What follows belongs to an exercise in optimizing a design on an open flow for small area; a production flow would make more cautious choices.
Where RTL was checked, it was by simulation tests only, not by an equivalence proof against the original.
Function not checked in runs 1 and 2: the RTL went through the layout flow alone.
No activity file was given, so power comes from the tool's default toggle rates.

==> design.v <==
module ws2812_apb_chain #(
  parameter int NUM_LEDS     = 24,
  parameter int BIT_CYCLES   = 125,
  parameter int T0H_CYCLES   = 40,
  parameter int T1H_CYCLES   = 80,
  parameter int RESET_CYCLES = 6000
) (
  input  logic        PCLK,
  input  logic        PRESET,
  input  logic        PSEL,
  input  logic        PENABLE,
  input  logic        PWRITE,
  input  logic [31:0] PADDR,
  input  logic [31:0] PWDATA,
  output logic [31:0] PRDATA,
  output logic        PREADY,
  output logic        PSLVERR,
  output logic        LED,
  output logic        FRAME_DONE
);
  localparam int N  = NUM_LEDS;
  localparam int CW = $clog2(BIT_CYCLES);
  localparam logic [CW-1:0] CMAX = CW'(BIT_CYCLES - 1);
  localparam logic [CW-1:0] CPRE = CW'(BIT_CYCLES - 2);
  localparam logic [CW-1:0] T0H  = CW'(T0H_CYCLES);
  localparam logic [CW-1:0] T1H  = CW'(T1H_CYCLES);
  logic [23:0]  d_q [N];
  logic [N-1:0] v_q;
  logic [4:0]   rot_q;
  logic          busy_q, lat_q, pend_q;
  logic [4:0]    np_q;       
  logic [4:0]    bit_q;      
  logic [CW-1:0] cyc_q;
  logic [23:0]   s_q;        
  logic          auto_q, done_q, led_q, fd_q;
  logic [9:0]  w;
  logic        acc, wr, rd, setw;
  logic        hit_pix, hit_ctrl, hit_stat;
  logic        start, cend, cpre, bnd, pb, need, ldb, fe, evt, early, cap;
  logic [4:0]  idx, midx;
  logic        men;
  logic [5:0]  rsum, wsum;
  logic [4:0]  rpos, wpos;
  logic [N-1:0] wp;
  logic [23:0] rdat;
  logic        unused_ok;
  assign w        = PADDR[11:2];
  assign acc      = PSEL & PENABLE;
  assign wr       = acc & PWRITE;
  assign rd       = acc & ~PWRITE;
  assign setw     = PSEL & ~PENABLE & PWRITE;
  assign hit_pix  = (w[9:5] == 5'd0) & (w[4:0] < 5'(N));
  assign hit_ctrl = w == 10'h3FE;
  assign hit_stat = w == 10'h3FF;
  assign unused_ok = ^{PADDR[31:12], PADDR[1:0], PWDATA[31:24]};
  always_ff @(posedge PCLK)
    rot_q <= (rot_q >= 5'(N - 1)) ? 5'd0 : rot_q + 5'd1;
  assign wsum = {1'b0, w[4:0]} + {1'b0, rot_q} + 6'd1;
  assign wpos = (wsum >= 6'(N)) ? 5'(wsum - 6'(N)) : wsum[4:0];
  always_comb
    for (int k = 0; k < N; k++)
      wp[k] = (k % 2 == 0) && PSEL && PWRITE && hit_pix && wpos == 5'(k);
  always_ff @(posedge PCLK)
    for (int k = 0; k < N; k++)
      d_q[k] <= wp[k] ? PWDATA[23:0] : d_q[(k + N - 1) % N];
  always_ff @(posedge PCLK or posedge PRESET) begin
    if (PRESET) v_q <= '0;
    else
      for (int k = 0; k < N; k++)
        v_q[k] <= wp[k] | v_q[(k + N - 1) % N];
  end
  assign idx  = (busy_q & ~(lat_q & np_q[1])) ? np_q : 5'd0;
  assign midx = rd ? w[4:0] : idx;
  assign men  = ~rd | hit_pix;
  assign rsum = {1'b0, midx} + {1'b0, rot_q};
  assign rpos = (rsum >= 6'(N)) ? 5'(rsum - 6'(N)) : rsum[4:0];
  always_comb begin
    rdat = '0;
    for (int k = 0; k < N; k++)
      if (men && v_q[k] && rpos == 5'(k)) rdat = rdat | d_q[k];
  end
  assign PREADY  = 1'b1;
  assign PSLVERR = acc & ~(hit_pix | hit_ctrl | hit_stat);
  assign PRDATA  = {8'h00, rdat[23:2],
                    rdat[1:0] | (hit_ctrl ? {auto_q, 1'b0} :
                                 hit_stat ? {done_q, busy_q} : 2'b00)};
  assign LED        = led_q;
  assign FRAME_DONE = fd_q;
  assign start = ~busy_q & wr & hit_ctrl & PWDATA[0];
  assign cend  = cyc_q == CMAX;
  assign cpre  = cyc_q == CPRE;
  assign bnd   = busy_q & cend & (bit_q == 5'd0);
  assign pb    = busy_q & cpre & (bit_q == 5'd0);
  assign need  = lat_q ? (np_q[1] & auto_q) : (np_q != 5'(N));
  assign ldb   = bnd & need;
  assign fe    = bnd & lat_q & np_q[1];               
  assign evt   = start | ldb | pend_q;
  assign early = pb & need & setw;
  assign cap   = early | (evt & ~rd & ~(ldb & wr));
  always_ff @(posedge PCLK) begin
    if (cap) s_q <= rdat;
    if (!busy_q || cend) cyc_q <= '0;
    else                 cyc_q <= cyc_q + CW'(1);
    if (!busy_q)         bit_q <= 5'd23;
    else if (cend)       bit_q <= (bit_q == 5'd0) ? 5'd23 : bit_q - 5'd1;
    if (evt && !rd)      np_q <= idx + 5'd1;
    else if (fe)         np_q <= 5'd0;
    else if (bnd && (lat_q || np_q == 5'(N))) np_q <= np_q + 5'd1;
    pend_q <= (ldb | pend_q) & rd;
    if (!busy_q || fe)   lat_q <= 1'b0;
    else if (bnd && np_q == 5'(N)) lat_q <= 1'b1;
  end
  always_ff @(posedge PCLK or posedge PRESET) begin
    if (PRESET) begin
      busy_q <= 1'b0;
      auto_q <= 1'b0;
      done_q <= 1'b0;
      led_q  <= 1'b0;
      fd_q   <= 1'b0;
    end else begin
      if (start)           busy_q <= 1'b1;
      else if (fe && !auto_q) busy_q <= 1'b0;
      if (wr && hit_ctrl)  auto_q <= PWDATA[1];
      if (fe)              done_q <= 1'b1;
      else if (wr && hit_stat && PWDATA[1]) done_q <= 1'b0;
      led_q <= busy_q & ~lat_q & (cyc_q < (s_q[bit_q] ? T1H : T0H));
      fd_q  <= fe;
    end
  end
endmodule
==> run.sh <==
#!/bin/bash
# synth_recipe.tcl (not shown) runs the flow's synth.tcl, then flattens the netlist and writes it again
# the make line also repeats each setting of config.mk as NAME=value (left out here)
make -C /OpenROAD-flow-scripts/flow DESIGN_CONFIG=/design/flow/config.mk WORK_HOME=/design/flow/orfs CLKGATE_MAP_FILE= SYNTH_SCRIPT=/design/flow/synth_recipe.tcl finish
==> config.mk <==
export PLATFORM = sky130hd
export DESIGN_NAME = ws2812_apb_chain
export DESIGN_NICKNAME = ws2812_apb_chain
export VERILOG_FILES = /design/flow/design.v
export SDC_FILE = /design/flow/constraint.sdc
export NUM_CORES = 4
export LEC_CHECK = 0
export ABC_AREA = 1
export CAP_MARGIN = 0
export CORE_MARGIN = 2
export CORE_UTILIZATION = 55
export PLACE_DENSITY = 0.65
export SLEW_MARGIN = 0
==> constraint.sdc <==
create_clock -name core_clock -period 10.0 [get_ports {PCLK}]
set_input_delay 2.0000 -clock core_clock [delete_from_list [all_inputs] [get_ports {PCLK}]]
set_output_delay 2.0000 -clock core_clock [all_outputs]
set_load 0.01 [all_outputs]
==> results of run 1 <==
## cell families (layout without fill, tap and decap cells)
logic type                 count (synthesis)  in the layout
xor gates and xnor gates                   9              9
other                                      2             11
DFF                                      653            653
adders and majority gates                 21             21
buffers and inverters                    280            357
and+or+nand+nor                         1777           1777
AOI/OAI and AO/OA                        247            247
muxes                                      1              1
## state kept, by name, summed over array words and instances, names as in the netlist
name and flops:
s_q 24, pend_q 1, rot_q 5, auto_q 1, d_q 576, fd_q 1
led_q 1, cyc_q 7, done_q 1, lat_q 1, v_q 24, busy_q 1
bit_q 5, np_q 5
## per-layer routing
layer  GRT usage (%)  up-vias
met5               0        -
li1                -     9584
met1            47.0     9664
met4            18.2        2
met3            6.75      273
met2            56.4     1097
## worst register-to-register path: stages (launching register included)
cell	delay, ns
sky130_fd_sc_hd__dfrtp_1	0.46
sky130_fd_sc_hd__inv_1	0.17
sky130_fd_sc_hd__nor2_1	0.30
sky130_fd_sc_hd__inv_1	0.16
sky130_fd_sc_hd__nor2_1	0.22
sky130_fd_sc_hd__nand2_1	0.07
sky130_fd_sc_hd__o21ai_0	0.13
sky130_fd_sc_hd__ha_1	0.32
sky130_fd_sc_hd__fa_1	0.30
sky130_fd_sc_hd__nand2_1	0.07
sky130_fd_sc_hd__nand3_1	0.07
sky130_fd_sc_hd__nand3_1	0.11
sky130_fd_sc_hd__nand2_1	0.13
sky130_fd_sc_hd__nand3_2	0.19
sky130_fd_sc_hd__nand4_1	0.18
sky130_fd_sc_hd__clkinv_1	0.61
sky130_fd_sc_hd__buf_4	0.51
sky130_fd_sc_hd__nand3_1	0.11
sky130_fd_sc_hd__nand2_1	0.06
sky130_fd_sc_hd__nor2_1	0.12
sky130_fd_sc_hd__nand2_1	0.06
sky130_fd_sc_hd__nor2_1	0.10
sky130_fd_sc_hd__nand2_1	0.21
## how the worst max path moves through the flow
stage / cells after the start / slack (ns) / from / endpoint
floorplan: 23 / 3.24 / PENABLE / PRDATA[16]
global placement: 23 / 0.97 / PENABLE / PRDATA[9]
detailed placement: 23 / 0.91 / PENABLE / PRDATA[9]
CTS: 23 / 0.89 / PENABLE / PRDATA[9]
global route: 23 / 0.48 / PENABLE / PRDATA[9]
finish: 23 / 0.80 / PENABLE / PRDATA[9]
## power by group through the flow
| stage | clock network, W | logic, W | registers [W] |
|---|---|---|---|
| 5_1_grt | 0.00268 | 0.000119 | 0.00264 |
| 3_3_place_gp | 0 | 0.000108 | 0.00269 |
| 6_report | 0.00255 | 0.000113 | 0.00264 |
| 3_5_place_dp | 0 | 0.000110 | 0.00269 |
| 4_1_cts | 0.00256 | 0.000110 | 0.00264 |
| 2_1_floorplan | 0 | 0.0000587 | 0.00269 |
## final cells by class
| type | instances | area (um2) |
|---|---|---|
| Timing Repair Buffer | 117 | 1050 |
| Inverter | 123 | 464 |
| Antenna cell | 2 | 5.00 |
| Fill cell | 3903 | 16000 |
| Multi-Input combinational cell | 2064 | 9140 |
| Clock buffer | 108 | 2150 |
| Clock inverter | 9 | 106 |
| Tap cell | 585 | 732 |
| Sequential cell | 653 | 13500 |
## metrics by stage
step | hold WS, ns | power, W
after CTS | 0.345 | 0.00531
after global placement | 0.333 | 0.00280
after floorplan | 0.331 | 0.00275
after global routing | 0.347 | 0.00544
after detailed placement | 0.335 | 0.00280
final | 0.343 | 0.00530
## cells in the final DEF (no fill, tap or decap), drive strengths merged, types with 29 or more instances in the layout
| cell | n |
|---|---|
| nand2 | 1218 |
| dfxtp | 595 |
| nand3 | 237 |
| nor2 | 231 |
| o21ai | 215 |
| inv | 121 |
| clkbuf | 108 |
| nand4 | 70 |
| clkdlybuf4s50 | 65 |
| buf | 52 |
| dfrtp | 29 |
| edfxtp | 29 |
==> results.yml, run 1 <==
sta:
  postLayoutSetupSlackWorst_ns: 0.801
  drv_slew: 0
  setup_total_negative_slack_ns: 0
  period_minus_slack_ns: 9.20
  tightest_slew_ns: 1.29
  hold_viol_final: 0
  timing.final.crit_share_pct: 92.0
  report.final.setup_viol: 0
  max_freq_mhz: 109
  timing.max_slew.rel_slack_pct: 13.9
  worst_clock_skew_ns: 0.0230
  rsz0062_at_grt: "no"
hold_path:
  number_of_cells_traversed_by_the_worst_hold_path: 0
  whs_endpoint: "d_q[23][1]"
  holdCritPathClass: "flop to flop"
  timing.hold.worst.start: "d_q[22][1]"
critical_path:
  timing.reg2reg.worst_path_depth: 22
  worst-endpoint-required_ns: 8.00
  timing.critical_path.cells: "clkdlybuf4s50_1 -> nand2_1 -> nor2_1 -> inv_1 -> nand2_1 -> o21ai_0 -> ha_1 -> fa_1 -> nand2_1 -> nand3_1 -> nand3_1 -> nand2_1 -> nand3_2 -> nand4_1 -> nor2_2 -> buf_4 -> nand2_1 -> nand2_1 -> nor2_1 -> nand2_1 -> nor2_1 -> nand2_1 -> clkdlybuf4s50_1"
  critical-path-slowest-cell: "sky130_fd_sc_hd__nor2_2"
  critPathCaptureType: "output port"
  critical_path.startpoint_type: "primary input"
  cp_slowest_stage_delay_ns: 0.86
  cp_common_cell: "sky130_fd_sc_hd__nand2_1"
  regToRegStartpoint: "busy_q"
  r2r_setup_slack_ns: 5.02
  cp_top_family: "simple AND/OR/NAND/NOR gates"
  timing.critical_path.buf_inv: 4
  cp_max_fo: 11
  regToRegEndpoint: "s_q[7]"
  criticalPathCategory: "primary input to output port"
  crit_arrival_ns: 7.20
place:
  numPortBuffers: 65
  globalplace.congestion: 0.889
  placedCellCount: 3542
  pre_cts_ws_ns: 0.908
  detailedPlacementHpwl_um: 45200
  detailed_place.area_um2: 24900
cells_and_area:
  fraction_of_layout_cells_with_a_size_suffix_above_1_pct: 7.22
  instances_no_fill: 3661
  final_cell_area_um2: 27200
  finish.utilization_pct: 62.9
  layout_stage_area_growth_over_the_synthesis_result_pct: 12.7
  final_net_count: 3116
grt:
  grt_first_pass_wirelength_um: 119000
  grt_antenna_before_repair: 3
  first_global_vias: 19500
  grt_max_degree: 50
  grt-ovfl-total: 0
  track_usage_pct: 35.8
route:
  antenna_left: 0
  remaining_routing_drc_violations: 0
  vias: 20600
  dr_wl_met2_um: 35400
  first_iter_violations: 2333
  met3RoutedLength_um: 8580
  avgViaCountPerCell: 5.63
  dr.pass1.iters: 6
  wl_um: 80600
  wl_met1_um: 32400
  highest_layer: "met5"
  routed_wire_length_per_instance_um: 22.0
clock_network:
  cts.root.buffer_cell: "sky130_fd_sc_hd__clkbuf_16"
  cts_repair_resize_count: 0
  clockBufferDepth: 3
  post_cts_buffers: 0
  cts_tree: "yes"
  clk_transition_reported_paths_ns: 0.06
  worst_skew_pair_latency_ns: 0.59
  tritoncts.num_buffers: 67
  clock-sinks: 653
  cts.hold.buffers_added: 0
  cts_max_level: 3
floorplanning:
  design.core.area_um2: 43200
  floorplan.die_area_um2: 45500
  dieHeight_um: 213
  placementRows: 76
  die_x_um: 213
  floorplan.initialDensity_pct: 55.8
  design.portCount: 105
pwr:
  power.share.clock_pct: 48.1
  sw_ratio_pct: 21.2
  p_leak_nw: 12.3
  power.share.sequential_pct: 49.7
  comb_power_share_pct: 2.1
  max-vdd-ir-drop_mv: 0.139
  power.density_nw_per_um2: 195
  power.switching_w: 0.00112
  cellInternalPower_w: 0.00418
synthesis:
  synthMostInstantiatedCell: "sky130_fd_sc_hd__nand2_1"
  number_of_flops_mapped_to_enable_cells_by_yosys: 29
  synthesis.yosys.warnings: 2
  synth_cell_type_count: 51
  yosys-mux-area-fraction_pct: 0.0467
  post_syn_area_per_cell_um2: 8.06
  share_of_the_yosys_chip_area_belonging_to_registers_pct: 56.1
  postSynthRegisterBits: 653
  synth-simple-area-share_pct: 30.8
  synth_area_um2: 24100
  synth_compound_gate_area_share_pct: 5.39
  synth_commonest_cells: "sky130_fd_sc_hd__nand2_1, sky130_fd_sc_hd__dfxtp_1, sky130_fd_sc_hd__nand3_1"
  synth_area_in_adders_pct: 1.12
  synth_top_cells_by_area: "sky130_fd_sc_hd__dfxtp_1, sky130_fd_sc_hd__nand2_1, sky130_fd_sc_hd__nand3_1, sky130_fd_sc_hd__edfxtp_1, sky130_fd_sc_hd__o21ai_0"
  post_synth_xor_area_fraction_pct: 0.358
  synth_cells: 2990
  async_flop_share_pct: 4.44
  ys_dominant_reg_cell: "sky130_fd_sc_hd__dfxtp_1"
  synth_area_leader_cell: "sky130_fd_sc_hd__dfxtp_1"
  synth_top_family_by_area: "simple AND/OR/NAND/NOR gates"
  netlist.area_leader.share_pct: 49.4
status:
  status: "no timing/DRC/antenna violations"
run:
  maxCapViolations: 0
==> run 2, diff against run 1 <==
--- a/config.mk
+++ b/config.mk
@@ -7,3 +7,2 @@
 export LEC_CHECK = 0
-export ABC_AREA = 1
 export CAP_MARGIN = 0
==> run 2 against run 1 <==
Register-to-register slack got worse by 0.33 ns. Power decreased by 0.30%. Clock skew increased by 0.012 ns. Synthesized area decreased by 0.78%. Highest routed layer unchanged. Sequential cell count unchanged.
==> results.yml, run 2 <==
status:
  status: "no timing/DRC/antenna violations"
grt:
  track_usage_pct: 36.0
  grt_antenna_before_repair: 4
  grt_first_pass_wirelength_um: 117000
  grt-ovfl-total: 0
  first_global_vias: 17600
  grt_max_degree: 66
synthesis:
  synth_commonest_cells: "sky130_fd_sc_hd__dfxtp_1, sky130_fd_sc_hd__mux2_2, sky130_fd_sc_hd__clkbuf_1"
  synth_compound_gate_area_share_pct: 13.5
  post_syn_area_per_cell_um2: 11.6
  synthMostInstantiatedCell: "sky130_fd_sc_hd__dfxtp_1"
  synthesis.yosys.warnings: 2
  synth-simple-area-share_pct: 9.05
  postSynthRegisterBits: 653
  number_of_flops_mapped_to_enable_cells_by_yosys: 29
  synth_cells: 2052
  synth_cell_type_count: 81
  netlist.area_leader.share_pct: 49.8
  share_of_the_yosys_chip_area_belonging_to_registers_pct: 56.5
  yosys-mux-area-fraction_pct: 15.0
  post_synth_xor_area_fraction_pct: 0.513
  synth_area_leader_cell: "sky130_fd_sc_hd__dfxtp_1"
  synth_top_cells_by_area: "sky130_fd_sc_hd__dfxtp_1, sky130_fd_sc_hd__mux2_2, sky130_fd_sc_hd__edfxtp_1, sky130_fd_sc_hd__dfrtp_1, sky130_fd_sc_hd__mux2_1"
  synth_area_in_adders_pct: 1.13
  async_flop_share_pct: 4.44
  synth_area_um2: 23900
  synth_top_family_by_area: "multiplexers"
  ys_dominant_reg_cell: "sky130_fd_sc_hd__dfxtp_1"
critical_path:
  crit_arrival_ns: 7.46
  critical_path.startpoint_type: "primary input"
  cp_max_fo: 8
  timing.reg2reg.worst_path_depth: 17
  criticalPathCategory: "primary input to output port"
  worst-endpoint-required_ns: 8.00
  critPathCaptureType: "output port"
route:
  routed_wire_length_per_instance_um: 29.6
  first_iter_violations: 2083
  vias: 18100
  antenna_left: 0
  wl_um: 81400
  dr.pass1.iters: 7
  remaining_routing_drc_violations: 0
  avgViaCountPerCell: 6.58
sta:
  rsz0062_at_grt: "no"
  max_freq_mhz: 106
  worst_clock_skew_ns: 0.0350
  drv_slew: 0
  hold_viol_final: 0
  timing.max_slew.rel_slack_pct: 23.2
  report.final.setup_viol: 0
  tightest_slew_ns: 1.15
  timing.final.crit_share_pct: 94.6
  period_minus_slack_ns: 9.46
  setup_total_negative_slack_ns: 0
place:
  numPortBuffers: 65
  detailedPlacementHpwl_um: 51300
  globalplace.congestion: 0.931
floorplanning:
  floorplan.initialDensity_pct: 55.6
  die_x_um: 212
  design.core.area_um2: 43000
  design.portCount: 105
  dieHeight_um: 212
  floorplan.die_area_um2: 45100
  placementRows: 76
cells_and_area:
  largest_reg_by_ff_count: "d_q"
  antenna_cells_inserted: 0
  final_net_count: 2209
  largest_reg_flops: 576
  layout_commonest_cell: "sky130_fd_sc_hd__dfxtp_1"
  layout_stage_area_growth_over_the_synthesis_result_pct: 15.3
  reg.largest.list: "d_q x576, s_q x24, v_q x24"
  fraction_of_layout_cells_with_a_size_suffix_above_1_pct: 22.6
  layout_common_cells: "sky130_fd_sc_hd__dfxtp_1, sky130_fd_sc_hd__mux2_2, sky130_fd_sc_hd__buf_4"
pwr:
  p_total_w: 0.00528
  power.density_nw_per_um2: 192
  p_leak_nw: 11.3
  max-vdd-ir-drop_mv: 0.127
run:
  maxCapViolations: 0
clock_network:
  cts_max_level: 3
  cts_repair_resize_count: 0
  clk_transition_reported_paths_ns: 0.06
  tritoncts.num_buffers: 66
  worst_skew_pair_latency_ns: 0.59
  clock-sinks: 653
  clockBufferDepth: 3
  cts.root.buffer_cell: "sky130_fd_sc_hd__clkbuf_16"
  cts.hold.buffers_added: 0
  cts_tree: "yes"
  post_cts_buffers: 0
hold_path:
  holdCritPathClass: "flop to flop"
  number_of_cells_traversed_by_the_worst_hold_path: 0
==> run 2: cell types whose count changed after synthesis, sizes merged, moves of 26 or more <==
cell	change
nand2	-1132
mux2	+294
o21ai	-179
nand3	-163
nor2	-154
inv	-109
clkbuf	+74
a21oi	+71
a221oi	+67
a22oi	+67
nand4	-52
and3	+47
buf	-43
a31oi	+26
==> run 2: layout make-up <==
cell class,count,area (um2)
inverters,14,52.6
flip-flops and latches,653,13500
clock inverters,23,288
clock buffers,91,1870
multi-input cells,1204,9460
repair buffers,180,1660
well taps,585,732
fillers,3407,15400
==> run 2: power by group <==
| part | internal, W | switching (W) | leakage, nW |
|---|---|---|---|
| clock | 0.00146 | 0.00102 | 1.07 |
| combinational | 0.0000595 | 0.000101 | 4.80 |
| sequential | 0.00263 | 0.00000619 | 5.45 |
| total | 0.00416 | 0.00113 | 11.3 |
==> run 2: critical path, stage by stage <==
cell and delay (ns):
sky130_fd_sc_hd__clkdlybuf4s50_1 0.54, sky130_fd_sc_hd__nand3b_1 0.24, sky130_fd_sc_hd__mux2_2 0.38, sky130_fd_sc_hd__ha_1 0.23
sky130_fd_sc_hd__fa_1 0.50, sky130_fd_sc_hd__xnor2_1 0.70, sky130_fd_sc_hd__buf_4 0.31, sky130_fd_sc_hd__and3_1 0.49
sky130_fd_sc_hd__and3_1 0.68, sky130_fd_sc_hd__buf_4 0.32, sky130_fd_sc_hd__a22oi_1 0.09, sky130_fd_sc_hd__nand2_1 0.06
sky130_fd_sc_hd__or3_1 0.30, sky130_fd_sc_hd__clkdlybuf4s50_1 0.60
==> run 2: cell families after synthesis <==
| logic type | after synthesis |
|---|---|
| flops | 653 |
| compound gates | 438 |
| simple gates | 416 |
| mux | 306 |
| buf+inv | 202 |
| fa+ha+maj | 21 |
| xor+xnor | 14 |
| other cells | 2 |
==> run 2: routing by layer <==
layer	GRT usage [%]	wire [um]	up-vias
li1	-	-	7746
met1	46.8	31800	8989
met2	55.7	36200	1074
met3	9.31	8960	268
met4	18.0	4360	8
met5	0	58	-
==> run 2: through the flow <==
step / cells / setup WS, ns / utilization [%] / hold slack, ns / cell area (um2)
CTS: 2750 / 0.672 / 64.1 / 0.338 / 27600
global placement: 2636 / 0.610 / 59.1 / 0.328 / 25400
global route: 2750 / 0.468 / 64.1 / 0.345 / 27600
finish: 2750 / 0.538 / 64.1 / 0.338 / 27600
detailed placement: 2636 / 0.692 / 59.1 / 0.331 / 25400
floorplan: 2059 / 2.53 / - / 0.323 / 23900
==> run 2: path summary, 6_finish.rpt <==
| kind | startpoint | to | slack (ns) |
|---|---|---|---|
| worst min register to register | d_q[6][12] | d_q[7][12] | 0.34 |
| worst max register to register | lat_q | s_q[18] | 4.69 |
| max in group asynchronous | PRESET | v_q[0] | 7.86 |
| min in group asynchronous | PRESET | v_q[9] | 1.82 |
| worst min-delay path | d_q[6][12] | d_q[7][12] | 0.34 |
| worst max-delay path | PWRITE | PRDATA[20] | 0.54 |
==> run 3, diff against run 2 <==
--- a/design.v
+++ b/design.v
@@ -26,5 +26,6 @@
   localparam logic [CW-1:0] T1H  = CW'(T1H_CYCLES);
+  localparam int NR = N / 4;
   logic [23:0]  d_q [N];
   logic [N-1:0] v_q;
-  logic [4:0]   rot_q;
+  logic [1:0]   rot_q;
   logic          busy_q, lat_q, pend_q;
@@ -41,5 +42,4 @@
   logic        men;
-  logic [5:0]  rsum, wsum;
-  logic [4:0]  rpos, wpos;
-  logic [N-1:0] wp;
+  logic [1:0]  rslot, wslot;
+  logic [N-1:0] wp, sel;
   logic [23:0] rdat;
@@ -56,11 +56,16 @@
   always_ff @(posedge PCLK)
-    rot_q <= (rot_q >= 5'(N - 1)) ? 5'd0 : rot_q + 5'd1;
-  assign wsum = {1'b0, w[4:0]} + {1'b0, rot_q} + 6'd1;
-  assign wpos = (wsum >= 6'(N)) ? 5'(wsum - 6'(N)) : wsum[4:0];
+    rot_q <= rot_q + 2'd1;
+  assign wslot = w[1:0] + rot_q + 2'd1;
   always_comb
     for (int k = 0; k < N; k++)
-      wp[k] = (k % 2 == 0) && PSEL && PWRITE && hit_pix && wpos == 5'(k);
+      wp[k] = (k % 2 == 0) && PSEL && PWRITE && hit_pix &&
+              w[4:2] == 3'(k / 4) && wslot == 2'(k % 4);
   always_ff @(posedge PCLK)
     for (int k = 0; k < N; k++)
-      d_q[k] <= wp[k] ? PWDATA[23:0] : d_q[(k + N - 1) % N];
+      if (k % 4 == 0)
+        d_q[k] <= ~(wp[k] ? ~PWDATA[23:0] : d_q[k + 3]);
+      else if (k % 4 == 2)
+        d_q[k] <= ~(wp[k] ? PWDATA[23:0] : d_q[k - 1]);
+      else
+        d_q[k] <= d_q[k - 1];
   always_ff @(posedge PCLK or posedge PRESET) begin
@@ -69,3 +74,3 @@
       for (int k = 0; k < N; k++)
-        v_q[k] <= wp[k] | v_q[(k + N - 1) % N];
+        v_q[k] <= wp[k] | v_q[(k % 4 == 0) ? k + 3 : k - 1];
   end
@@ -74,4 +79,6 @@
   assign men  = ~rd | hit_pix;
-  assign rsum = {1'b0, midx} + {1'b0, rot_q};
-  assign rpos = (rsum >= 6'(N)) ? 5'(rsum - 6'(N)) : rsum[4:0];
+  assign rslot = midx[1:0] + rot_q;
+  always_comb
+    for (int k = 0; k < N; k++)
+      sel[k] = men && v_q[k] && midx[4:2] == 3'(k / 4) && rslot == 2'(k % 4);
   always_comb begin
@@ -79,3 +86,3 @@
     for (int k = 0; k < N; k++)
-      if (men && v_q[k] && rpos == 5'(k)) rdat = rdat | d_q[k];
+      rdat = rdat | ({24{sel[k]}} & ((k % 4 >= 2) ? ~d_q[k] : d_q[k]));
   end
==> flow/run.sh (new file) <==
#!/bin/bash
# Standard ORFS layout with an area-oriented ABC mapping script and small
# port buffers. Synthesis is the standard script (synth_recipe.tcl);
# only the ABC script it reads from SCRIPTS_DIR differs.
set -euo pipefail
here=$(pwd)
rm -rf "$here/scripts_mod"
cp -r "$FLOW_HOME/scripts" "$here/scripts_mod"
cp "$here/flow/abc_area.script" "$here/scripts_mod/abc_area.script"
cp "$here/flow/abc_area.script" "$here/scripts_mod/abc_speed.script"
bash standard.sh SCRIPTS_DIR="$here/scripts_mod" \
  BUFFER_PORTS_ARGS="-buffer_cell sky130_fd_sc_hd__buf_1" \
  finish > "$here/make_finish.log" 2>&1
==> flow/abc_area.script (new file) <==
strash
&get -n
&st
&dch -f
&nf -R 1000
&put
topo
==> standard.sh (new file) <==
#!/bin/bash
# synth_recipe.tcl (not shown) runs the flow's synth.tcl, then flattens the netlist and writes it again
# the make line also repeats each setting of config.mk as NAME=value (left out here)
make -C /OpenROAD-flow-scripts/flow DESIGN_CONFIG=/design/flow/config.mk WORK_HOME=/design/flow/orfs CLKGATE_MAP_FILE= SYNTH_SCRIPT=/design/flow/synth_recipe.tcl "${@:-finish}"
--- a/config.mk
+++ b/config.mk
@@ -7,2 +7,3 @@
 export LEC_CHECK = 0
+export ABC_AREA = 1
 export CAP_MARGIN = 0
@@ -10,2 +11,5 @@
 export CORE_UTILIZATION = 55
+export CTS_BUF_LIST = sky130_fd_sc_hd__clkbuf_8
+export CTS_CLUSTER_DIAMETER = 40
+export CTS_CLUSTER_SIZE = 16
 export PLACE_DENSITY = 0.65
removed: run.sh
==> run 3 against run 2 <==
Still clean. Register-to-register slack got worse by 0.60 ns. Combinational power fell by 66%. Utilization fell by 1.4 points. Critical path depth rose by 11. Setup slack improved by 0.073 ns. Routed wire length fell by 42%. Critical path type unchanged. Largest power group unchanged.
==> results.yml, run 3 <==
status:
  status: "no timing/DRC/antenna violations"
hold_path:
  whs_endpoint: "d_q[11][18]"
  holdCritPathClass: "flop to flop"
  timing.hold.worst.start: "d_q[10][18]"
  number_of_cells_traversed_by_the_worst_hold_path: 0
synthesis:
  synthesis.yosys.warnings: 2
  synth_area_leader_cell: "sky130_fd_sc_hd__dfxtp_1"
  netlist.area_leader.share_pct: 58.1
  async_flop_share_pct: 4.46
  synth_cells: 1642
  synth_commonest_cells: "sky130_fd_sc_hd__dfxtp_1, sky130_fd_sc_hd__nand2_1, sky130_fd_sc_hd__mux2i_1"
  number_of_flops_mapped_to_enable_cells_by_yosys: 29
  postSynthRegisterBits: 650
  synthMostInstantiatedCell: "sky130_fd_sc_hd__dfxtp_1"
  post_syn_area_per_cell_um2: 12.4
  synth_area_um2: 20400
  share_of_the_yosys_chip_area_belonging_to_registers_pct: 65.9
  synth_top_cells_by_area: "sky130_fd_sc_hd__dfxtp_1, sky130_fd_sc_hd__mux2i_1, sky130_fd_sc_hd__o221ai_1, sky130_fd_sc_hd__a221oi_1, sky130_fd_sc_hd__edfxtp_1"
  synth_cell_type_count: 45
  ys_dominant_reg_cell: "sky130_fd_sc_hd__dfxtp_1"
cells_and_area:
  finish.utilization_pct: 62.8
  antenna_cells_inserted: 0
  instances_no_fill: 2317
  layout_commonest_cell: "sky130_fd_sc_hd__dfxtp_1"
  layout_stage_area_growth_over_the_synthesis_result_pct: 12.6
  final_net_count: 1869
  fraction_of_layout_cells_with_a_size_suffix_above_1_pct: 9.63
  layout_common_cells: "sky130_fd_sc_hd__dfxtp_1, sky130_fd_sc_hd__nand2_1, sky130_fd_sc_hd__mux2i_1"
  largest_reg_flops: 576
  reg.largest.list: "d_q x576, s_q x24, v_q x24"
  largest_reg_by_ff_count: "d_q"
critical_path:
  crit_arrival_ns: 7.39
  regToRegEndpoint: "s_q[16]"
  cp_max_fo: 14
  cp_common_cell: "sky130_fd_sc_hd__o221ai_1"
  timing.critical_path.buf_inv: 4
  r2r_setup_slack_ns: 4.09
  regToRegStartpoint: "busy_q"
  worst-endpoint-required_ns: 8.00
  timing.reg2reg.worst_path_depth: 23
  critical-path-slowest-cell: "sky130_fd_sc_hd__and3_1"
  cp_top_family: "compound AO/OA/AOI/OAI gates"
  critPathCaptureType: "output port"
  criticalPathCategory: "primary input to output port"
  cp_slowest_stage_delay_ns: 0.41
  critical_path.startpoint_type: "primary input"
sta:
  tightest_slew_ns: 1.17
  timing.max_slew.rel_slack_pct: 22.3
  drv_slew: 0
  timing.final.crit_share_pct: 93.9
  period_minus_slack_ns: 9.39
  report.final.setup_viol: 0
  rsz0062_at_grt: "no"
  worst_clock_skew_ns: 0.0212
  hold_viol_final: 0
  setup_total_negative_slack_ns: 0
  max_freq_mhz: 107
floorplanning:
  dieHeight_um: 197
  design.portCount: 105
  floorplan.initialDensity_pct: 55.7
  placementRows: 70
  design.core.area_um2: 36600
  floorplan.die_area_um2: 38600
  die_x_um: 197
clock_network:
  clock-sinks: 650
  cts_tree: "yes"
  cts_repair_resize_count: 0
  cts.hold.buffers_added: 0
  post_cts_buffers: 0
  cts_max_level: 3
  worst_skew_pair_latency_ns: 0.63
  cts.root.buffer_cell: "sky130_fd_sc_hd__clkbuf_8"
  clk_transition_reported_paths_ns: 0.09
  clockBufferDepth: 3
  tritoncts.num_buffers: 72
place:
  globalplace.congestion: 0.848
  placedCellCount: 2184
  numPortBuffers: 65
  detailedPlacementHpwl_um: 30600
route:
  remaining_routing_drc_violations: 0
  vias: 13700
  routed_wire_length_per_instance_um: 20.5
  wl_um: 47600
  avgViaCountPerCell: 5.93
  antenna_left: 0
  dr.pass1.iters: 5
  first_iter_violations: 718
pwr:
  power.density_nw_per_um2: 201
  power.switching_w: 0.00107
  comb_power_share_pct: 1.2
  sw_ratio_pct: 23.1
  power.share.sequential_pct: 56.7
  cellInternalPower_w: 0.00355
  p_leak_nw: 8.50
  power.share.clock_pct: 42.1
  p_total_w: 0.00462
  max-vdd-ir-drop_mv: 0.126
grt:
  grt_antenna_before_repair: 0
  grt_first_pass_wirelength_um: 76400
  first_global_vias: 13700
  grt-ovfl-total: 0
  grt_max_degree: 50
  track_usage_pct: 25.0
run:
  maxCapViolations: 0
run 3: layer usage:
metal	track usage (%)	part of all wire [%]
met4	6.71	1.7
met3	4.07	4.4
met2	38.7	45
met5	0	0
met1	36.5	49
run 3: how the worst max path moves through the flow:
stage	from	to	slack [ns]	cells past startpoint
floorplan	PWRITE	PRDATA[1]	1.67	23
global placement	PENABLE	PRDATA[1]	0.78	25
detailed placement	PENABLE	PRDATA[16]	0.68	25
CTS	PENABLE	PRDATA[16]	0.63	25
global route	PENABLE	PRDATA[16]	0.05	25
finish	PENABLE	PRDATA[16]	0.61	25
run 3: kinds of logic (layout without fill, tap and decap cells):
| logic type | count (synthesis) | count (layout) | share of synthesized area (%) |
|---|---|---|---|
| compound gates | 466 | 466 | 16.8 |
| flops | 650 | 650 | 65.9 |
| fa+ha+maj | 10 | 10 | 0.613 |
| other cells | 2 | 9 | 0.0368 |
| buf+inv | 45 | 245 | 1.40 |
| xor+xnor | 15 | 15 | 0.644 |
| mux | 154 | 154 | 8.00 |
| simple gates | 300 | 300 | 6.54 |
run 3: per-stage QoR:
stage               hold WS, ns  area (um2)  setup slack (ns)
finish                    0.339       23000             0.611
global route              0.335       23000            0.0516
CTS                       0.339       23000             0.634
detailed placement        0.337       21300             0.680
global placement          0.332       21300             0.780
floorplan                 0.331       20400              1.67
run 3: cell type report:
type                    instances  area [um2]
fillers                      2949       13600
flip-flops and latches        650       13400
multi-input cells             954        6760
clock buffers                  77        1060
well taps                     468         586
clock inverters                56         578
repair buffers                 98         492
inverters                      14        52.6
run 3: power groups by stage:
stage          Clock [W]  Combinational [W]  Sequential, W
4_1_cts          0.00198          0.0000536        0.00262
2_1_floorplan          0          0.0000196        0.00268
3_5_place_dp           0          0.0000533        0.00268
6_report         0.00194          0.0000546        0.00262
5_1_grt          0.00209          0.0000589        0.00262
3_3_place_gp           0          0.0000521        0.00268
==> run 4, diff against run 3 <==
--- a/config.mk
+++ b/config.mk
@@ -11,5 +11,5 @@
 export CORE_UTILIZATION = 55
-export CTS_BUF_LIST = sky130_fd_sc_hd__clkbuf_8
-export CTS_CLUSTER_DIAMETER = 40
-export CTS_CLUSTER_SIZE = 16
+export CTS_BUF_LIST = sky130_fd_sc_hd__clkbuf_16
+export CTS_CLUSTER_DIAMETER = 60
+export CTS_CLUSTER_SIZE = 24
 export PLACE_DENSITY = 0.65
==> run 4 against run 3 <==
First-iteration DRC count is 4.6% higher. Combinational power hardly changed. Cell count is 3.2% lower. Routed wire length is 1.3% lower. Sequential power hardly changed. Final area is 2.1% lower. Global-route usage is 0.64 points lower. Synthesized cell count stayed put. Sequential cell count stayed put. Sequential share of layout area is 1.2 points higher. Fmax is 0.52% higher. Largest cell class unchanged.
==> results.yml, run 4 <==
status:
  status: "no timing/DRC/antenna violations"
floorplanning:
  design.core.area_um2: 36600
  placementRows: 70
  die_x_um: 197
  floorplan.initialDensity_pct: 55.7
  dieHeight_um: 197
  design.portCount: 105
  floorplan.die_area_um2: 38600
hold_path:
  number_of_cells_traversed_by_the_worst_hold_path: 0
  whs_endpoint: "d_q[15][0]"
  timing.hold.worst.start: "d_q[14][0]"
  holdCritPathClass: "flop to flop"
synthesis:
  async_flop_share_pct: 4.46
  share_of_the_yosys_chip_area_belonging_to_registers_pct: 65.9
  synth_area_um2: 20400
  synthesis.yosys.warnings: 2
  synth_cells: 1642
  postSynthRegisterBits: 650
  synth_area_leader_cell: "sky130_fd_sc_hd__dfxtp_1"
  synth_top_cells_by_area: "sky130_fd_sc_hd__dfxtp_1, sky130_fd_sc_hd__mux2i_1, sky130_fd_sc_hd__o221ai_1, sky130_fd_sc_hd__a221oi_1, sky130_fd_sc_hd__edfxtp_1"
  netlist.area_leader.share_pct: 58.1
  ys_dominant_reg_cell: "sky130_fd_sc_hd__dfxtp_1"
  synth_cell_type_count: 45
  number_of_flops_mapped_to_enable_cells_by_yosys: 29
  synth_commonest_cells: "sky130_fd_sc_hd__dfxtp_1, sky130_fd_sc_hd__nand2_1, sky130_fd_sc_hd__mux2i_1"
  post_syn_area_per_cell_um2: 12.4
  synthMostInstantiatedCell: "sky130_fd_sc_hd__dfxtp_1"
route:
  first_iter_violations: 751
  vias: 13600
  dr.pass1.iters: 5
  remaining_routing_drc_violations: 0
  avgViaCountPerCell: 6.04
  antenna_left: 0
  routed_wire_length_per_instance_um: 20.9
  wl_um: 47000
critical_path:
  r2r_setup_slack_ns: 4.16
  worst-endpoint-required_ns: 8.00
  crit_arrival_ns: 7.34
  criticalPathCategory: "primary input to output port"
  regToRegStartpoint: "busy_q"
  critPathCaptureType: "output port"
  critical_path.startpoint_type: "primary input"
  cp_max_fo: 14
  timing.reg2reg.worst_path_depth: 23
  regToRegEndpoint: "s_q[22]"
grt:
  grt_antenna_before_repair: 0
  first_global_vias: 13300
  grt-ovfl-total: 0
  track_usage_pct: 24.4
  grt_first_pass_wirelength_um: 75000
  grt_max_degree: 50
clock_network:
  cts_max_level: 2
  clk_transition_reported_paths_ns: 0.09
  cts.hold.buffers_added: 0
  tritoncts.num_buffers: 37
  clock-sinks: 650
  worst_skew_pair_latency_ns: 0.55
  clockBufferDepth: 3
  post_cts_buffers: 0
  cts_tree: "yes"
  cts.root.buffer_cell: "sky130_fd_sc_hd__clkbuf_16"
  cts_repair_resize_count: 0
sta:
  timing.final.crit_share_pct: 93.4
  timing.max_slew.rel_slack_pct: 20.8
  rsz0062_at_grt: "no"
  report.final.setup_viol: 0
  tightest_slew_ns: 1.19
  period_minus_slack_ns: 9.34
  hold_viol_final: 0
  postLayoutSetupSlackWorst_ns: 0.660
  drv_slew: 0
  setup_total_negative_slack_ns: 0
  worst_clock_skew_ns: 0.0152
  max_freq_mhz: 107
cells_and_area:
  layout_common_cells: "sky130_fd_sc_hd__dfxtp_1, sky130_fd_sc_hd__nand2_1, sky130_fd_sc_hd__mux2i_1"
  layout_stage_area_growth_over_the_synthesis_result_pct: 10.3
  instances_no_fill: 2244
  fraction_of_layout_cells_with_a_size_suffix_above_1_pct: 6.14
  largest_reg_flops: 576
  antenna_cells_inserted: 0
  final_net_count: 1834
  reg.largest.list: "d_q x576, s_q x24, v_q x24"
  layout_commonest_cell: "sky130_fd_sc_hd__dfxtp_1"
  largest_reg_by_ff_count: "d_q"
place:
  numPortBuffers: 65
  detailedPlacementHpwl_um: 30600
  pre_cts_ws_ns: 0.680
  globalplace.congestion: 0.848
  placedCellCount: 2184
pwr:
  p_leak_nw: 8.25
  p_total_w: 0.00430
  power.density_nw_per_um2: 191
  max-vdd-ir-drop_mv: 0.111
run:
  maxCapViolations: 0
run 4: cell count changes in the layout (fill, tap and decap cells not counted), moves of 4 or more:
cell and delta:
sky130_fd_sc_hd__bufinv_16 -6, sky130_fd_sc_hd__clkbuf_16 +40, sky130_fd_sc_hd__clkbuf_8 -77, sky130_fd_sc_hd__clkinv_4 -7
sky130_fd_sc_hd__clkinvlp_4 -11, sky130_fd_sc_hd__inv_1 -6, sky130_fd_sc_hd__inv_8 -4
run 4: cell type report:
| type | instances | area [um2] |
|---|---|---|
| Clock buffer | 40 | 1000 |
| Clock inverter | 20 | 163 |
| Fill cell | 2965 | 14100 |
| Inverter | 14 | 52.6 |
| Multi-Input combinational cell | 954 | 6760 |
| Sequential cell | 650 | 13400 |
| Tap cell | 468 | 586 |
| Timing Repair Buffer | 98 | 492 |
run 4: worst max path at each step:
| stage | startpoint | endpoint | slack (ns) | cells past startpoint |
|---|---|---|---|---|
| floorplan | PWRITE | PRDATA[1] | 1.67 | 23 |
| finish | PENABLE | PRDATA[22] | 0.66 | 25 |
| global placement | PENABLE | PRDATA[1] | 0.78 | 25 |
| CTS | PENABLE | PRDATA[16] | 0.67 | 25 |
| global route | PENABLE | PRDATA[2] | 0.06 | 25 |
| detailed placement | PENABLE | PRDATA[16] | 0.68 | 25 |
run 4: logic make-up (layout without fill, tap and decap cells):
logic type	after synthesis	count (layout)	share of synthesized area, %
and+or+nand+nor	300	300	6.54
xor gates and xnor gates	15	15	0.644
muxes	154	154	8.00
buffers and inverters	45	172	1.40
DFF	650	650	65.9
other	2	9	0.0368
adders and majority gates	10	10	0.613
AOI/OAI and AO/OA	466	466	16.8
run 4: worst max-delay path, cell delays in order:
cell	delay [ns]
sky130_fd_sc_hd__buf_1	0.21
sky130_fd_sc_hd__nand3b_1	0.20
sky130_fd_sc_hd__nand2_1	0.11
sky130_fd_sc_hd__o21ai_0	0.12
sky130_fd_sc_hd__ha_1	0.21
sky130_fd_sc_hd__xor2_1	0.15
sky130_fd_sc_hd__xnor2_1	0.36
sky130_fd_sc_hd__clkinv_1	0.18
sky130_fd_sc_hd__nand2_1	0.19
sky130_fd_sc_hd__nor2_1	0.14
sky130_fd_sc_hd__and3_1	0.40
sky130_fd_sc_hd__buf_4	0.29
sky130_fd_sc_hd__a22oi_1	0.18
sky130_fd_sc_hd__o221ai_1	0.15
sky130_fd_sc_hd__a221oi_1	0.22
sky130_fd_sc_hd__o221ai_1	0.18
sky130_fd_sc_hd__a221oi_1	0.23
sky130_fd_sc_hd__o221ai_1	0.21
sky130_fd_sc_hd__a221oi_1	0.27
sky130_fd_sc_hd__o221ai_1	0.21
sky130_fd_sc_hd__a221oi_1	0.29
sky130_fd_sc_hd__o221ai_1	0.21
sky130_fd_sc_hd__a221oi_1	0.25
sky130_fd_sc_hd__o221ai_1	0.19
sky130_fd_sc_hd__buf_1	0.17
run 4: metal layers:
layer / track usage (%) / share of wire, % / vias up / routed length (um)
met1: 36.4 / 50 / 6717 / 23300
met5: 0 / 0 / - / 0
met2: 38.5 / 45 / 274 / 21100
li1: - / - / 6515 / -
met4: 4.71 / 1.5 / 0 / 682
met3: 2.86 / 4.1 / 51 / 1910
run 4: report_power, final:
group / switching (W) / internal, W
Sequential: 0.00000551 / 0.00262
Clock: 0.000871 / 0.000751
Combinational: 0.0000433 / 0.0000114
Total: 0.000920 / 0.00338
run 4: through the flow:
stage | hold slack (ns) | area (um2) | util [%]
2_1_floorplan | 0.331 | 20400 | -
3_3_place_gp | 0.332 | 21300 | 58.3
3_5_place_dp | 0.337 | 21300 | 58.3
4_1_cts | 0.337 | 22500 | 61.5
5_1_grt | 0.335 | 22500 | 61.5
6_report | 0.338 | 22500 | 61.5
==> run 5, diff against run 4 <==
--- a/config.mk
+++ b/config.mk
@@ -10,7 +10,7 @@
 export CORE_MARGIN = 2
-export CORE_UTILIZATION = 55
+export CORE_UTILIZATION = 65
 export CTS_BUF_LIST = sky130_fd_sc_hd__clkbuf_16
-export CTS_CLUSTER_DIAMETER = 60
-export CTS_CLUSTER_SIZE = 24
-export PLACE_DENSITY = 0.65
+export CTS_CLUSTER_DIAMETER = 80
+export CTS_CLUSTER_SIZE = 32
+export PLACE_DENSITY = 0.75
 export SLEW_MARGIN = 0
==> run 5 against run 4 <==
Still clean on timing, DRC and antenna. Clock power shrank 23%. Combinational power is 1% lower. Synthesized cell count unchanged. Count of clock-buffer cells in the layout shrank 15. Global-route usage up 4.1 points. Critical path type unchanged.
==> results.yml, run 5 <==
clock_network:
  clockBufferDepth: 3
  cts_tree: "yes"
  post_cts_buffers: 0
  clock-sinks: 650
  cts.hold.buffers_added: 0
  clk_transition_reported_paths_ns: 0.11
  cts.root.buffer_cell: "sky130_fd_sc_hd__clkbuf_16"
  tritoncts.num_buffers: 24
  cts_repair_resize_count: 0
  worst_skew_pair_latency_ns: 0.57
  cts_max_level: 1
grt:
  grt_first_pass_wirelength_um: 75100
  grt-ovfl-total: 0
  gr-usage-met2_pct: 46.2
  first_global_vias: 13500
  groute.layer.met1.usage_pct: 41.6
  grt_max_degree: 50
  track_usage_pct: 28.4
  grt_antenna_before_repair: 0
  most_congested_layer_reported_by_global_routing: "met2"
  groute.layer.met3.usage_pct: 3.12
route:
  routed_wire_length_per_instance_um: 21.9
  avgViaCountPerCell: 6.41
  dr.pass1.iters: 5
  wl_um: 47000
  vias: 13800
  antenna_left: 0
  first_iter_violations: 1121
  remaining_routing_drc_violations: 0
synthesis:
  synth_area_um2: 20400
  synth_top_cells_by_area: "sky130_fd_sc_hd__dfxtp_1, sky130_fd_sc_hd__mux2i_1, sky130_fd_sc_hd__o221ai_1, sky130_fd_sc_hd__a221oi_1, sky130_fd_sc_hd__edfxtp_1"
  async_flop_share_pct: 4.46
  post_syn_area_per_cell_um2: 12.4
  share_of_the_yosys_chip_area_belonging_to_registers_pct: 65.9
  synth_cells: 1642
  synthesis.yosys.warnings: 2
  ys_dominant_reg_cell: "sky130_fd_sc_hd__dfxtp_1"
  number_of_flops_mapped_to_enable_cells_by_yosys: 29
  synthMostInstantiatedCell: "sky130_fd_sc_hd__dfxtp_1"
  netlist.area_leader.share_pct: 58.1
  synth_cell_type_count: 45
  synth_area_leader_cell: "sky130_fd_sc_hd__dfxtp_1"
  postSynthRegisterBits: 650
  synth_commonest_cells: "sky130_fd_sc_hd__dfxtp_1, sky130_fd_sc_hd__nand2_1, sky130_fd_sc_hd__mux2i_1"
floorplanning:
  floorplan.die_area_um2: 32800
  dieHeight_um: 181
  design.core.area_um2: 30700
  placementRows: 64
  floorplan.initialDensity_pct: 66.3
  die_x_um: 181
  design.portCount: 105
pwr:
  p_total_w: 0.00392
  p_leak_nw: 8.03
  power.density_nw_per_um2: 179
  max-vdd-ir-drop_mv: 0.157
cells_and_area:
  fraction_of_layout_cells_with_a_size_suffix_above_1_pct: 4.68
  multiInputGateArea_um2: 6750
  layout_stage_area_growth_over_the_synthesis_result_pct: 7.56
  layout_common_cells: "sky130_fd_sc_hd__dfxtp_1, sky130_fd_sc_hd__nand2_1, sky130_fd_sc_hd__mux2i_1"
  sequential_cell_area_um2: 13400
  layout_commonest_cell: "sky130_fd_sc_hd__dfxtp_1"
  largest_reg_flops: 576
  largest_reg_by_ff_count: "d_q"
  reg.largest.list: "d_q x576, s_q x24, v_q x24"
  layout.filler_cells: 2223
  antenna_cells_inserted: 0
  final_net_count: 1821
sta:
  drv_slew: 0
  postLayoutSetupSlackWorst_ns: 0.709
  max_freq_mhz: 108
  rsz0062_at_grt: "no"
  hold-worst-slack_ns: 0.350
  timing.max_slew.rel_slack_pct: 19.4
  timing.final.crit_share_pct: 92.9
  report.final.setup_viol: 0
  hold_viol_final: 0
  worst_clock_skew_ns: 0.0161
  setup_total_negative_slack_ns: 0
  period_minus_slack_ns: 9.29
  tightest_slew_ns: 1.21
place:
  pre_cts_ws_ns: 0.830
  numPortBuffers: 65
  detailedPlacementHpwl_um: 30600
  globalplace.congestion: 0.824
critical_path:
  criticalPathCategory: "primary input to output port"
  cp_max_fo: 23
  worst-endpoint-required_ns: 8.00
  timing.reg2reg.worst_path_depth: 24
  critPathCaptureType: "output port"
  crit_arrival_ns: 7.29
  critical_path.startpoint_type: "primary input"
hold_path:
  holdCritPathClass: "flop to flop"
  number_of_cells_traversed_by_the_worst_hold_path: 0
run:
  maxCapViolations: 0
status:
  status: "no timing/DRC/antenna violations"
[run 5: changes by cell type in the layout (fill, tap and decap cells not counted), sizes merged]
cell,before,now
clkbuf,40,25
clkinv,20,15
inv,13,7
bufinv,0,1
[run 5: critical path, stage by stage]
cell and delay, ns:
sky130_fd_sc_hd__buf_1 0.19, sky130_fd_sc_hd__nand3b_1 0.18, sky130_fd_sc_hd__o21ai_0 0.28, sky130_fd_sc_hd__ha_1 0.21, sky130_fd_sc_hd__xor2_1 0.07, sky130_fd_sc_hd__xnor2_1 0.37, sky130_fd_sc_hd__clkinv_1 0.19, sky130_fd_sc_hd__nand2_1 0.17
sky130_fd_sc_hd__nor2_1 0.12, sky130_fd_sc_hd__and3_1 0.24, sky130_fd_sc_hd__buf_4 0.25, sky130_fd_sc_hd__a22oi_1 0.17, sky130_fd_sc_hd__o221ai_1 0.14, sky130_fd_sc_hd__a221oi_1 0.25, sky130_fd_sc_hd__o221ai_1 0.19, sky130_fd_sc_hd__a221oi_1 0.28
sky130_fd_sc_hd__o221ai_1 0.26, sky130_fd_sc_hd__a221oi_1 0.35, sky130_fd_sc_hd__o221ai_1 0.20, sky130_fd_sc_hd__a221oi_1 0.28, sky130_fd_sc_hd__o221ai_1 0.19, sky130_fd_sc_hd__a221oi_1 0.24, sky130_fd_sc_hd__o221ai_1 0.26, sky130_fd_sc_hd__buf_1 0.19
[run 5: where the power goes]
group,internal (W),switching (W)
clock,0.000487,0.000754
sequential,0.00262,0.00000566
combinational,0.0000114,0.0000425
total,0.00312,0.000802
[run 5: area by class of cell]
type / instances / share of cell area [%]
Sequential cell: 650 / 61.3
Multi-Input combinational cell: 954 / 30.8
Clock buffer: 25 / 2.85
Tap cell: 396 / 2.26
Timing Repair Buffer: 98 / 2.24
Clock inverter: 10 / 0.348
Inverter: 14 / 0.240
[run 5: kinds of logic after synthesis]
kind of cell / count (synthesis) / share of synthesized area [%]
AO/OA/AOI/OAI: 466 / 16.8
AND/OR/NAND/NOR: 300 / 6.54
XOR/XNOR: 15 / 0.644
other: 2 / 0.0368
flip-flops: 650 / 65.9
adder cells (fa/ha/maj): 10 / 0.613
multiplexers: 154 / 8.00
buffers and inverters: 45 / 1.40
[run 5: final timing paths]
path,from,slack [ns],endpoint
worst max register to register,np_q[1],4.08,s_q[6]
max in group asynchronous,PRESET,7.98,v_q[21]
worst min register to register,d_q[22][20],0.35,d_q[23][20]
min in group asynchronous,PRESET,1.53,led_q
worst min-delay path,d_q[22][20],0.35,d_q[23][20]
worst max-delay path,PENABLE,0.71,PRDATA[6]
[run 5: metrics by stage]
stage	util, %	instance area [um2]	std cells
after detailed placement	69.1	21200	2112
after CTS	71.4	21900	2147
after floorplan	-	20400	1649
after global routing	71.4	21900	2147
final	71.4	21900	2147
after global placement	69.1	21200	2112
[run 5: layer usage]
| layer | share of wire, % | wire length, um | vias to the layer above |
|---|---|---|---|
| met5 | 0 | 0 | - |
| met4 | 1.8 | 860 | 0 |
| met3 | 4.7 | 2200 | 57 |
| met2 | 46 | 21600 | 356 |
| met1 | 48 | 22400 | 6868 |
| li1 | - | - | 6473 |
==> run 6, diff against run 5 <==
--- a/design.v
+++ b/design.v
@@ -28,3 +28,3 @@
   logic [23:0]  d_q [N];
-  logic [N-1:0] v_q;
+  logic         v_q;
   logic [1:0]   rot_q;
@@ -43,3 +43,4 @@
   logic [1:0]  rslot, wslot;
-  logic [N-1:0] wp, sel;
+  logic [N-1:0] we, wd, sel;
+  logic         clr;
   logic [23:0] rdat;
@@ -58,6 +59,9 @@
   assign wslot = w[1:0] + rot_q + 2'd1;
+  assign clr   = ~v_q & PSEL & PWRITE & hit_pix;
   always_comb
-    for (int k = 0; k < N; k++)
-      wp[k] = (k % 2 == 0) && PSEL && PWRITE && hit_pix &&
+    for (int k = 0; k < N; k++) begin
+      wd[k] = (k % 2 == 0) && PSEL && PWRITE && hit_pix &&
               w[4:2] == 3'(k / 4) && wslot == 2'(k % 4);
+      we[k] = (k % 2 == 0) && (clr || wd[k]);
+    end
   always_ff @(posedge PCLK)
@@ -65,5 +69,5 @@
       if (k % 4 == 0)
-        d_q[k] <= ~(wp[k] ? ~PWDATA[23:0] : d_q[k + 3]);
+        d_q[k] <= we[k] ? (wd[k] ? PWDATA[23:0] : 24'h000000) : ~d_q[k + 3];
       else if (k % 4 == 2)
-        d_q[k] <= ~(wp[k] ? PWDATA[23:0] : d_q[k - 1]);
+        d_q[k] <= we[k] ? (wd[k] ? ~PWDATA[23:0] : 24'hFFFFFF) : ~d_q[k - 1];
       else
@@ -71,6 +75,4 @@
   always_ff @(posedge PCLK or posedge PRESET) begin
-    if (PRESET) v_q <= '0;
-    else
-      for (int k = 0; k < N; k++)
-        v_q[k] <= wp[k] | v_q[(k % 4 == 0) ? k + 3 : k - 1];
+    if (PRESET) v_q <= 1'b0;
+    else if (wr && hit_pix) v_q <= 1'b1;
   end
@@ -78,3 +80,3 @@
   assign midx = rd ? w[4:0] : idx;
-  assign men  = ~rd | hit_pix;
+  assign men  = v_q & (~rd | hit_pix);
   assign rslot = midx[1:0] + rot_q;
@@ -82,3 +84,3 @@
     for (int k = 0; k < N; k++)
-      sel[k] = men && v_q[k] && midx[4:2] == 3'(k / 4) && rslot == 2'(k % 4);
+      sel[k] = men && midx[4:2] == 3'(k / 4) && rslot == 2'(k % 4);
   always_comb begin
==> run 6 against run 5 <==
Still clean. Count of clock-buffer cells in the layout is 2 lower. Sequential share of layout area is 0.54 points lower. Die area is 3.6% lower. Critical path depth stayed put. Clock skew is 0.016 ns higher. Hold slack worse by 0.016 ns. Non-clock buffer count is 14 higher. Setup slack better by 0.24 ns. Largest power group unchanged.
==> results.yml, run 6 <==
route:
  routed_wire_length_per_instance_um: 22.3
  avgViaCountPerCell: 6.70
  antenna_left: 0
  first_iter_violations: 1329
  vias: 14700
  remaining_routing_drc_violations: 0
  wl_um: 49100
  dr.pass1.iters: 7
grt:
  first_global_vias: 14100
  grt_antenna_before_repair: 0
  grt-ovfl-total: 0
  grt_first_pass_wirelength_um: 77800
  track_usage_pct: 30.8
  grt_max_degree: 34
floorplanning:
  die_x_um: 178
  floorplan.die_area_um2: 31600
  design.core.area_um2: 29700
  floorplan.initialDensity_pct: 66.1
  design.portCount: 105
  dieHeight_um: 178
  placementRows: 63
sta:
  postLayoutSetupSlackWorst_ns: 0.946
  hold_viol_final: 0
  drv_slew: 0
  tightest_slew_ns: 1.20
  timing.final.crit_share_pct: 90.5
  rsz0062_at_grt: "no"
  period_minus_slack_ns: 9.05
  worst_clock_skew_ns: 0.0323
  report.final.setup_viol: 0
  setup_total_negative_slack_ns: 0
  max_freq_mhz: 110
  timing.max_slew.rel_slack_pct: 20.2
critical_path:
  cp_common_cell: "sky130_fd_sc_hd__o221ai_1"
  cp_num_cells: 24
  cp_max_fo: 22
  timing.critical_path.buf_inv: 3
  criticalPathCategory: "primary input to output port"
  timing.critical_path.cells: "buf_1 -> nand2_1 -> or2_0 -> nor2_1 -> a21oi_1 -> ha_1 -> xnor2_1 -> xnor2_1 -> nand2b_1 -> nor2_2 -> buf_4 -> a22oi_1 -> o221ai_1 -> a221oi_1 -> o221ai_1 -> a221oi_1 -> o221ai_1 -> a221oi_1 -> o221ai_1 -> a221oi_1 -> o221ai_1 -> a221oi_1 -> o221ai_1 -> buf_1"
  cp_slowest_stage_delay_ns: 0.31
  crit_arrival_ns: 7.05
  cp_top_family: "compound AO/OA/AOI/OAI gates"
  critical_path.startpoint_type: "primary input"
  critical-path-slowest-cell: "sky130_fd_sc_hd__or2_0"
  timing.reg2reg.worst_path_depth: 21
  worst-endpoint-required_ns: 8.00
  critPathCaptureType: "output port"
clock_network:
  cts.hold.buffers_added: 0
  cts.root.buffer_cell: "sky130_fd_sc_hd__clkbuf_16"
  post_cts_buffers: 0
  clk_transition_reported_paths_ns: 0.12
  cts_max_level: 1
  worst_skew_pair_latency_ns: 0.58
  cts_tree: "yes"
  clock-sinks: 627
  tritoncts.num_buffers: 23
  cts_repair_resize_count: 0
  clockBufferDepth: 3
hold_path:
  holdCritPathClass: "flop to flop"
  number_of_cells_traversed_by_the_worst_hold_path: 0
synthesis:
  share_of_the_yosys_chip_area_belonging_to_registers_pct: 65.5
  synthesis.yosys.warnings: 2
  post_syn_area_per_cell_um2: 11.6
  synth_cells: 1687
  netlist.area_leader.share_pct: 60.3
  synth_top_cells_by_area: "sky130_fd_sc_hd__dfxtp_1, sky130_fd_sc_hd__o221ai_1, sky130_fd_sc_hd__a221oi_1, sky130_fd_sc_hd__a22oi_1, sky130_fd_sc_hd__o21ai_0"
  synthMostInstantiatedCell: "sky130_fd_sc_hd__dfxtp_1"
  synth_area_um2: 19600
  synth_cell_type_count: 47
  postSynthRegisterBits: 627
  ys_dominant_reg_cell: "sky130_fd_sc_hd__dfxtp_1"
  number_of_flops_mapped_to_enable_cells_by_yosys: 29
  synth_commonest_cells: "sky130_fd_sc_hd__dfxtp_1, sky130_fd_sc_hd__nand2_1, sky130_fd_sc_hd__o21ai_0"
  async_flop_share_pct: 0.957
  synth_area_leader_cell: "sky130_fd_sc_hd__dfxtp_1"
place:
  numPortBuffers: 65
  detailed_place.area_um2: 20600
  pre_cts_ws_ns: 0.991
  globalplace.congestion: 0.886
  detailedPlacementHpwl_um: 32500
cells_and_area:
  antenna_cells_inserted: 0
  layout_common_cells: "sky130_fd_sc_hd__dfxtp_1, sky130_fd_sc_hd__nand2_1, sky130_fd_sc_hd__o21ai_0"
  largest_reg_flops: 576
  layout_commonest_cell: "sky130_fd_sc_hd__dfxtp_1"
  largest_reg_by_ff_count: "d_q"
  final_cell_area_um2: 21200
  layout_stage_area_growth_over_the_synthesis_result_pct: 7.85
  reg.largest.list: "d_q x576, s_q x24, cyc_q x7"
  final_net_count: 1879
  fraction_of_layout_cells_with_a_size_suffix_above_1_pct: 4.98
pwr:
  p_leak_nw: 8.24
  power.density_nw_per_um2: 189
  max-vdd-ir-drop_mv: 0.140
run:
  maxCapViolations: 0
status:
  status: "no timing/DRC/antenna violations"
run 6: cell types whose count changed after synthesis, moves of 4 or more:
cell / delta
sky130_fd_sc_hd__nand3_1: -11
sky130_fd_sc_hd__o221ai_1: -8
sky130_fd_sc_hd__a21oi_1: -14
sky130_fd_sc_hd__o21ai_0: +48
sky130_fd_sc_hd__and3_1: -7
sky130_fd_sc_hd__a22oi_1: +111
sky130_fd_sc_hd__xnor2_1: +4
sky130_fd_sc_hd__nand2b_1: -4
sky130_fd_sc_hd__nand2_1: +73
sky130_fd_sc_hd__mux2i_1: -142
sky130_fd_sc_hd__dfrtp_1: -23
sky130_fd_sc_hd__nand4_1: +21
sky130_fd_sc_hd__o211ai_1: +8
sky130_fd_sc_hd__or2_0: -8
run 6: path summary, 6_finish.rpt:
path	from	to	slack, ns
setup / recovery	PSEL	PRDATA[14]	0.95
hold / removal	d_q[6][1]	d_q[7][1]	0.33
setup reg to reg	busy_q	s_q[14]	4.00
hold reg to reg	d_q[6][1]	d_q[7][1]	0.33
max in group asynchronous	PRESET	fd_q	8.58
min in group asynchronous	PRESET	auto_q	1.27
run 6: layout make-up:
class / count / area (um2)
clock inverters: 9 / 51.3
inverters: 11 / 41.3
fillers: 2172 / 8530
clock buffers: 23 / 576
well taps: 390 / 488
multi-input cells: 1025 / 6560
flip-flops and latches: 627 / 12900
repair buffers: 112 / 597
run 6: kinds of logic (layout without fill, tap and decap cells):
logic type,after synthesis,count (layout),synth area share (%)
flops,627,627,65.5
xor+xnor,18,18,0.803
fa+ha+maj,10,10,0.637
buf+inv,42,155,1.39
mux,11,11,1.01
other cells,2,9,0.0382
simple gates,365,365,8.00
compound gates,612,612,22.6
run 6: routing by layer:
layer / global-route usage, % / vias to the layer above / share of wire [%]
met1: 44.9 / 7248 / 44
met4: 6.08 / 0 / 1.5
met2: 49.7 / 659 / 47
met5: 0 / - / 0
li1: - / 6749 / -
met3: 3.71 / 62 / 7.7
run 6: through the flow:
| stage | instances | total power [W] | utilization [%] | hold slack (ns) |
|---|---|---|---|---|
| finish | 2197 | 0.00401 | 71.3 | 0.334 |
| global route | 2197 | 0.00414 | 71.3 | 0.345 |
| CTS | 2197 | 0.00402 | 71.3 | 0.335 |
| detailed placement | 2165 | 0.00292 | 69.2 | 0.337 |
| global placement | 2165 | 0.00290 | 69.2 | 0.332 |
| floorplan | 1694 | 0.00285 | - | 0.331 |
run 6: report_power, final:
group	internal (W)	switching, W
sequential	0.00266	0.0000723
clock	0.000427	0.000718
combinational	0.0000537	0.0000825

==> static timing again, ports no longer ideal <==
In the flow no input, the clock included, has a driving cell. The finished layouts below were timed again as built, in two steps. Step 1 (the two cells are an assumption about what drives the block):
set clk [get_ports {PCLK}]
set_driving_cell -lib_cell sky130_fd_sc_hd__clkbuf_16 $clk
set_driving_cell -lib_cell sky130_fd_sc_hd__buf_2 [delete_from_list [all_inputs] $clk]
Step 2 adds t to the input delays and takes it off the output delays; t is the mean of the earliest and latest rising clock arrival at the registers after step 1. Input paths then give back, and output paths get back, about the clock's delay inside the block. a / b / c = ideal ports / drivers / drivers and shift; a / b = the first two.
run | shift t [ns] | slack for setup (ns) | hold slack, ns
run 1 | 0.636 | 0.801 / 0.772 / 0.772 | 0.343 / 0.343 / 0.343
run 2 | 0.628 | 0.538 / 0.506 / 0.506 | 0.338 / 0.338 / 0.338
run 3 | 0.675 | 0.611 / 0.589 / 0.589 | 0.339 / 0.339 / 0.339
run 4 | 0.597 | 0.660 / 0.637 / 0.637 | 0.338 / 0.338 / 0.338
run 5 | 0.615 | 0.709 / 0.685 / 0.685 | 0.350 / 0.350 / 0.350
run 6 | 0.615 | 0.946 / 0.925 / 0.925 | 0.334 / 0.334 / 0.334
After both steps every run listed still meets setup and hold. The setup slack of run 2, which loses most, moves by -0.032 ns with the drivers and by -0.032 ns with both steps.
